From an optimization exercise on the open Yosys and OpenROAD flow, aimed at small area and a short achievable clock period; shortcuts taken in it are not production practice.
Function was checked by simulation only, so behaviour that the tests miss may differ from the original.
Power and IR drop assume default switching activity.

--- flow/run.sh ---
#!/bin/bash
# synth_recipe.tcl (not shown) runs the flow's synth.tcl, then flattens the netlist and writes it again
# the make line also repeats each setting of config.mk as NAME=value (left out here)
make -C /OpenROAD-flow-scripts/flow DESIGN_CONFIG=/design/flow/config.mk WORK_HOME=/design/flow/orfs CLKGATE_MAP_FILE= SYNTH_SCRIPT=/design/flow/synth_recipe.tcl finish
--- flow/config.mk ---
export PLATFORM = sky130hd
export DESIGN_NAME = mips_instr_sequencer
export DESIGN_NICKNAME = mips_instr_sequencer
export VERILOG_FILES = /design/flow/design.v
export SDC_FILE = /design/flow/constraint.sdc
export NUM_CORES = 4
export LEC_CHECK = 0
export CAP_MARGIN = 20
export CORE_MARGIN = 2
export CORE_UTILIZATION = 45
export PLACE_DENSITY = 0.6
export SLEW_MARGIN = 20
--- flow/constraint.sdc ---
create_clock -name core_clock -period 4.5 [get_ports {clk}]
set_input_delay 0.9000 -clock core_clock [delete_from_list [all_inputs] [get_ports {clk}]]
set_output_delay 0.9000 -clock core_clock [all_outputs]
set_load 0.01 [all_outputs]
--- flow/design.v ---
`default_nettype none
module mips_instr_sequencer #(
  parameter int                DATA_W       = 32,
  parameter int                DEPTH        = 64,
  parameter int                ADDR_W       = $clog2(DEPTH),
  parameter logic [DATA_W-1:0] NOP_WORD     = '0,
  parameter int                DRAIN_CYCLES = 12
) (
  input  logic              clk,
  input  logic              reset,
  input  logic              load_en,
  input  logic [ADDR_W-1:0] load_addr,
  input  logic [DATA_W-1:0] load_data,
  input  logic [ADDR_W:0]   prog_len,
  input  logic              start,
  input  logic              step_mode,
  input  logic              step,
  input  logic              loop_en,
  input  logic              stall,
  input  logic              abort,
  output logic [DATA_W-1:0] instr,
  output logic              instr_valid,
  output logic [ADDR_W-1:0] pc_idx,
  output logic              busy,
  output logic              done,
  output logic [15:0]       issued_cnt
);
  localparam logic [ADDR_W:0] c_DEPTH = (ADDR_W+1)'(DEPTH);
  localparam logic [7:0]      c_DRAIN = 8'(DRAIN_CYCLES);
  typedef enum logic [2:0] {
    S_IDLE  = 3'd0,
    S_RUN   = 3'd1,
    S_STEP  = 3'd2,
    S_DRAIN = 3'd3,
    S_DONE  = 3'd4
  } state_t;
  logic [DATA_W-1:0] mem [DEPTH];
  state_t            state_q, state_d;
  logic [ADDR_W-1:0] idx_q, idx_d;
  logic [ADDR_W:0]   len_q, len_d;
  logic              loop_q, loop_d;
  logic [7:0]        drain_q, drain_d;
  logic [DATA_W-1:0] instr_q, instr_d;
  logic              valid_q, valid_d;
  logic [ADDR_W-1:0] pc_q, pc_d;
  logic [15:0]       cnt_q, cnt_d;
  logic              done_q, done_d;
  logic              w_load_ok;
  logic [ADDR_W:0]   w_eff_len;
  logic              w_issue;
  logic [ADDR_W-1:0] w_issue_idx;
  logic [ADDR_W:0]   w_issue_len;
  logic              w_issue_loop;
  logic              w_go_drain;
  assign w_load_ok = load_en && ((state_q == S_IDLE) || (state_q == S_DONE));
  assign w_eff_len = (prog_len > c_DEPTH) ? c_DEPTH : prog_len;
  always_ff @(posedge clk) begin
    if (w_load_ok) begin
      mem[load_addr] <= load_data;
    end
  end
  always_comb begin
    state_d      = state_q;
    idx_d        = idx_q;
    len_d        = len_q;
    loop_d       = loop_q;
    drain_d      = drain_q;
    instr_d      = instr_q;
    valid_d      = valid_q;
    pc_d         = pc_q;
    cnt_d        = cnt_q;
    done_d       = 1'b0;
    w_issue      = 1'b0;
    w_issue_idx  = idx_q;
    w_issue_len  = len_q;
    w_issue_loop = loop_q;
    w_go_drain   = 1'b0;
    case (state_q)
      S_IDLE, S_DONE: begin
        if (start) begin
          len_d   = w_eff_len;
          loop_d  = loop_en;
          idx_d   = '0;
          cnt_d   = '0;
          instr_d = NOP_WORD;
          valid_d = 1'b0;
          if (w_eff_len == '0) begin
            w_go_drain = 1'b1;
          end else if (step_mode) begin
            state_d = S_STEP;
          end else begin
            state_d      = S_RUN;
            w_issue      = 1'b1;
            w_issue_idx  = '0;
            w_issue_len  = w_eff_len;
            w_issue_loop = loop_en;
          end
        end
      end
      S_RUN: begin
        if (abort) begin
          w_go_drain = 1'b1;
        end else if (!stall) begin
          w_issue = 1'b1;
        end
      end
      S_STEP: begin
        if (abort) begin
          w_go_drain = 1'b1;
        end else if (!stall) begin
          if (step) begin
            w_issue = 1'b1;
          end else begin
            instr_d = NOP_WORD;
            valid_d = 1'b0;
          end
        end
      end
      S_DRAIN: begin
        instr_d = NOP_WORD;
        valid_d = 1'b0;
        if (drain_q == 8'd0) begin
          state_d = S_DONE;
          done_d  = 1'b1;
        end else begin
          drain_d = drain_q - 8'd1;
        end
      end
      default: begin
        state_d = S_IDLE;
      end
    endcase
    if (w_issue) begin
      if (w_load_ok && (load_addr == w_issue_idx)) begin
        instr_d = load_data;
      end else begin
        instr_d = mem[w_issue_idx];
      end
      valid_d = 1'b1;
      pc_d    = w_issue_idx;
      if (cnt_d != 16'hFFFF) begin
        cnt_d = cnt_d + 16'd1;
      end
      if ({1'b0, w_issue_idx} == (w_issue_len - (ADDR_W+1)'(1))) begin
        idx_d = '0;
        if (!w_issue_loop) begin
          w_go_drain = 1'b1;
        end
      end else begin
        idx_d = w_issue_idx + ADDR_W'(1);
      end
    end
    if (w_go_drain) begin
      state_d = S_DRAIN;
      drain_d = c_DRAIN;
      if (!w_issue) begin
        instr_d = NOP_WORD;
        valid_d = 1'b0;
      end
    end
  end
  always_ff @(posedge clk) begin
    if (reset) begin
      state_q <= S_IDLE;
      idx_q   <= '0;
      len_q   <= '0;
      loop_q  <= 1'b0;
      drain_q <= '0;
      instr_q <= NOP_WORD;
      valid_q <= 1'b0;
      pc_q    <= '0;
      cnt_q   <= '0;
      done_q  <= 1'b0;
    end else begin
      state_q <= state_d;
      idx_q   <= idx_d;
      len_q   <= len_d;
      loop_q  <= loop_d;
      drain_q <= drain_d;
      instr_q <= instr_d;
      valid_q <= valid_d;
      pc_q    <= pc_d;
      cnt_q   <= cnt_d;
      done_q  <= done_d;
    end
  end
  assign instr       = instr_q;
  assign instr_valid = valid_q;
  assign pc_idx      = pc_q;
  assign busy        = (state_q == S_RUN) || (state_q == S_STEP) || (state_q == S_DRAIN);
  assign done        = done_q;
  assign issued_cnt  = cnt_q;
endmodule
`default_nettype wire
==> results.txt <==
## cell type report
cell class | instances | share of cell area
antenna | 23 | 0.000574
clock buffer | 294 | 0.0588
clock inverter | 100 | 0.00922
inverter | 16 | 0.000686
multi-input combinational | 3114 | 0.200
sequential | 2129 | 0.629
tap | 2480 | 0.0309
timing repair buffer | 683 | 0.0705
## critical path: cells and delay by family
family | cells | cell delay (ps)
buffers and inverters | 5 | 1230
AND/OR/NAND/NOR | 4 | 1210
AO/OA/AOI/OAI | 5 | 1480
## per-layer routing
layer | up-vias | GRT usage | wire length [µm]
met5 | - | 0 | 116
met4 | 18 | 0.183 | 21300
met3 | 1102 | 0.0955 | 46500
met2 | 4965 | 0.507 | 144000
met1 | 30213 | 0.460 | 121000
li1 | 23504 | - | -
## sequential cells by signal, indices dropped and copies added (netlist names)
signal and count:
state_q 3, mem 2048, cnt_q 16, loop_q 1
done_q 1, pc_q 6, drain_q 8, instr_q 32
idx_q 6, len_q 7, valid_q 1
## cell usage in the layout (no fill, tap or decap), types with 50 or more instances in the layout
master and n:
buf_4 426, or3_1 50, nor2_4 69, o221ai_1 165, clkdlybuf4s50_1 77, o22ai_1 187
o21ai_0 348, dfxtp_1 77, nand2_1 413, clkbuf_16 219, nand3_1 101, mux2i_1 214
clkbuf_1 61, a21oi_1 365, a31oi_1 120, edfxtp_1 2048, nor3_1 153, mux2_2 92
o211ai_1 62, nor2_1 267, buf_12 147
## power by group through the flow
| stage | sequential (mW) | clock [mW] | combinational [mW] |
|---|---|---|---|
| floorplan | 22.5 | 0 | 2.92 |
| global placement | 22.7 | 0 | 6.31 |
| detailed placement | 22.7 | 0 | 6.35 |
| CTS | 22.3 | 17.6 | 6.37 |
| global route | 22.3 | 18.4 | 6.74 |
| finish | 22.3 | 17.6 | 6.63 |
## per-stage QoR
| step | setup slack, ps | cell area [µm²] | TNS [ps] | hold slack, ps | util |
|---|---|---|---|---|---|
| 3_3_place_gp | -275 | 93400 | -1400 | 442 | 0.503 |
| 4_1_cts | 579 | 100000 | 0 | 406 | 0.539 |
| 3_5_place_dp | -315 | 93400 | -1930 | 448 | 0.503 |
| 6_report | 331 | 100000 | 0 | 452 | 0.540 |
| 2_1_floorplan | 782 | 84300 | 0 | 436 | - |
| 5_1_grt | 368 | 100000 | 0 | 435 | 0.540 |
## worst max-delay path by stage
| stage | start | to | slack, ps |
|---|---|---|---|
| 2_1_floorplan | step_mode | instr_q[30]$_SDFF_PP0_ | 780 |
| 3_3_place_gp | prog_len[5] | instr_q[2]$_SDFF_PP0_ | -270 |
| 3_5_place_dp | prog_len[5] | instr_q[0]$_SDFF_PP0_ | -320 |
| 4_1_cts | prog_len[5] | instr_q[2]$_SDFF_PP0_ | 580 |
| 5_1_grt | prog_len[5] | instr_q[22]$_SDFF_PP0_ | 370 |
| 6_report | prog_len[5] | instr_q[22]$_SDFF_PP0_ | 330 |
## cell families (layout without fill, tap and decap cells)
| logic type | count (synthesis) | after routing | share of synthesized area |
|---|---|---|---|
| flops | 2129 | 2129 | 0.749 |
| xor+xnor | 33 | 33 | 0.00359 |
| fa+ha+maj | 5 | 5 | 0.000742 |
| other cells | 0 | 23 | 0 |
| compound gates | 1524 | 1524 | 0.115 |
| mux | 336 | 336 | 0.0457 |
| simple gates | 1216 | 1216 | 0.0650 |
| buf+inv | 414 | 1093 | 0.0207 |
==> summary.md <==
| Metric | Value |
|---|---|
| Logic pwr share | `0.142` |
| Final net count | `6218` |
| Worst EP arrival | `4890 ps` |
| WS Path Type | `in -> reg` |
| Clk slew on worst S/H paths | `60 ps` |
| Layout cells sized above 1 | `0.183` |
| Post-synth top area cell | `edfxtp_1` |
| Mapped Cells | `5657` |
| Gr usage total | `0.342` |
| Starting density of the core | `0.454` |
| Inserted Clock Buffers | `215` |
| CTS Sinks | `2129` |
| Pins over their slew limit | `0` |
| Worst reg2reg endpoint | `instr_q[22]$_SDFF_PP0_` |
| Period utilization | `0.926` |
| Cell area after synthesis | `84300 µm²` |
| Count of different cell masters after synthesis | `85` |
| Slowest library cell on the worst path | `a21oi_1` |
| Crit Path Max Fanout | `21` |
| TritonRoute pass-1 iters | `6` |
| Clk root buf | `clkbuf_16` |
| Drt first-iter violations | `10706` |
| Worst min-delay path category | `reg -> reg` |
| Via count | `59802` |
| Synth area leaders | `edfxtp_1 73%, mux2i_1 2.5%, a21oi_1 2.2%` |
| Post-cts resize count | `0` |
| Pint | `33.9 mW` |
| GR Overflow Total | `0` |
| Remaining DRCs | `0` |
| Area occupied by multi-input gates | `20100 µm²` |
| Die Y | `437 µm` |
| Sw Share | `0.272` |
| Clock network power share | `0.379` |
| Final Wtd Congestion | `0.945` |
| Cell with the most instances after synthesis | `edfxtp_1` |
| Hold endpoint | `pc_q[0]$_SDFFE_PP0P_` |
| Worst hold start | `pc_q[0]$_SDFFE_PP0P_` |
| Synth Flop Type | `edfxtp_1` |
| Post-synth top area share | `0.730` |
| RSZ-0062 raised after global routing | `no` |
| Crit-path most repeated cell | `buf_12` |
| CTS tree | `built` |
| Max VDD drop | `0.000362 V` |
| Register area share after synthesis | `0.749` |
| Post-Syn Nets | `5716` |
| Htree depth | `4` |
| Sequential Power Share | `0.479` |
| Crit-path cells | `clkdlybuf4s50_1 -> or4_1 -> o21ai_4 -> buf_12 -> buf_4 -> nand2_4 -> buf_12 -> buf_12 -> o22ai_1 -> o21ai_0 -> nor4_1 -> a31oi_1 -> a21oi_1 -> nor2_1` |
| Placed Instances | `8421` |
| Relative slew slack | `0.220` |
| Power density cells | `464 nW/µm²` |
| Routed wire length | `333 mm` |
| Setup Skew | `46.2 ps` |
| FF+latch count, synth | `2129` |
| FFs w/ async S/R, synth | `0` |
| Total power | `46.5 mW` |
| R2r worst-path depth | `10` |
| CP peak stage delay | `820 ps` |
| Initial antenna violation count | `26` |
| Post-CTS Hold Fix Bufs | `0` |
| First-pass GRT wire length | `455 mm` |
| Die ar. | `191000 µm²` |
| Syn avg cell area | `14.9 µm²` |
| Final setup violation count | `0` |
| Worst Hold Path Cells | `2` |
| Post-CTS setup buffers | `0` |
| Fill count | `15034` |
| Post-DR vias/cell | `6.77` |
| Fmax | `240 MHz` |
| R2r setup slk | `440 ps` |
| Sw Pwr | `12.6 mW` |
| Antenna viol nets, final | `0` |
| EDFF count, synth | `2048` |
| Critical Path End Type | `flip-flop` |
| Outcome | `no timing/DRC/antenna violations` |
| Cell Count, Final, Fillers Out | `8839` |
| Post-DP HPWL | `202 mm` |
| Clock latency at the later pin of the worst-skew pair | `870 ps` |
| Number of global-route vias before repair | `55875` |
| Static leakage | `31.7 nW` |
| Placement Rows | `158` |
| P&R area growth vs syn | `19.0%` |
| PortBufs | `110` |
| Largest net degree at the start of global routing | `66` |
| Final Hold Fails | `0` |
| Die width | `437 µm` |
| Reg2reg start | `idx_q[2]$_SDFFE_PP0P_` |
| WL/cell | `37.6 µm` |
| CTS Buffer Depth | `3` |
| Reg area | `63100 µm²` |
| Synthesis warning total | `1` |
| Tmin final | `4170 ps` |
| Actual slew at the worst max-slew pin | `1170 ps` |
| Io pins | `111` |
| Worst path required time | `5220 ps` |
| Core area | `186000 µm²` |
| Most frequent cells after synthesis | `2048 x edfxtp_1, 418 x nand2_1, 365 x a21oi_1` |
| Crit start category | `input port` |
| Max_cap viols | `0` |

-- separate check: timing with driven ports --
No port has a modelled driver above. Below, the same layout with a new extraction and two added sets of constraints.
Step 1 sets driving cells, clkbuf_16 on the clock port and buf_2 on the other inputs (assumed; they add their load-dependent delay and slew).
Step 2 times the ports against the registers' clock, not the clock port: input delays grow and output delays shrink by t, the midpoint of the rising clock arrivals with the driver on.
Slacks: ideal / step 1 / step 2; pairs: ideal / step 1.
shift t [ns]: 0.941
setup slack, ns: 0.331 / 0.395 / -0.545
hold slack, ns: 0.452 / 0.438 / 0.452
worst setup path after step 2: input to register
worst register clock-pin slew, ns: 0.07 / 0.07
Met with ideal ports but missed after step 2: setup timing in this run. The setup slack of this run moves by +0.064 ns with the drivers and by -0.876 ns with both steps.
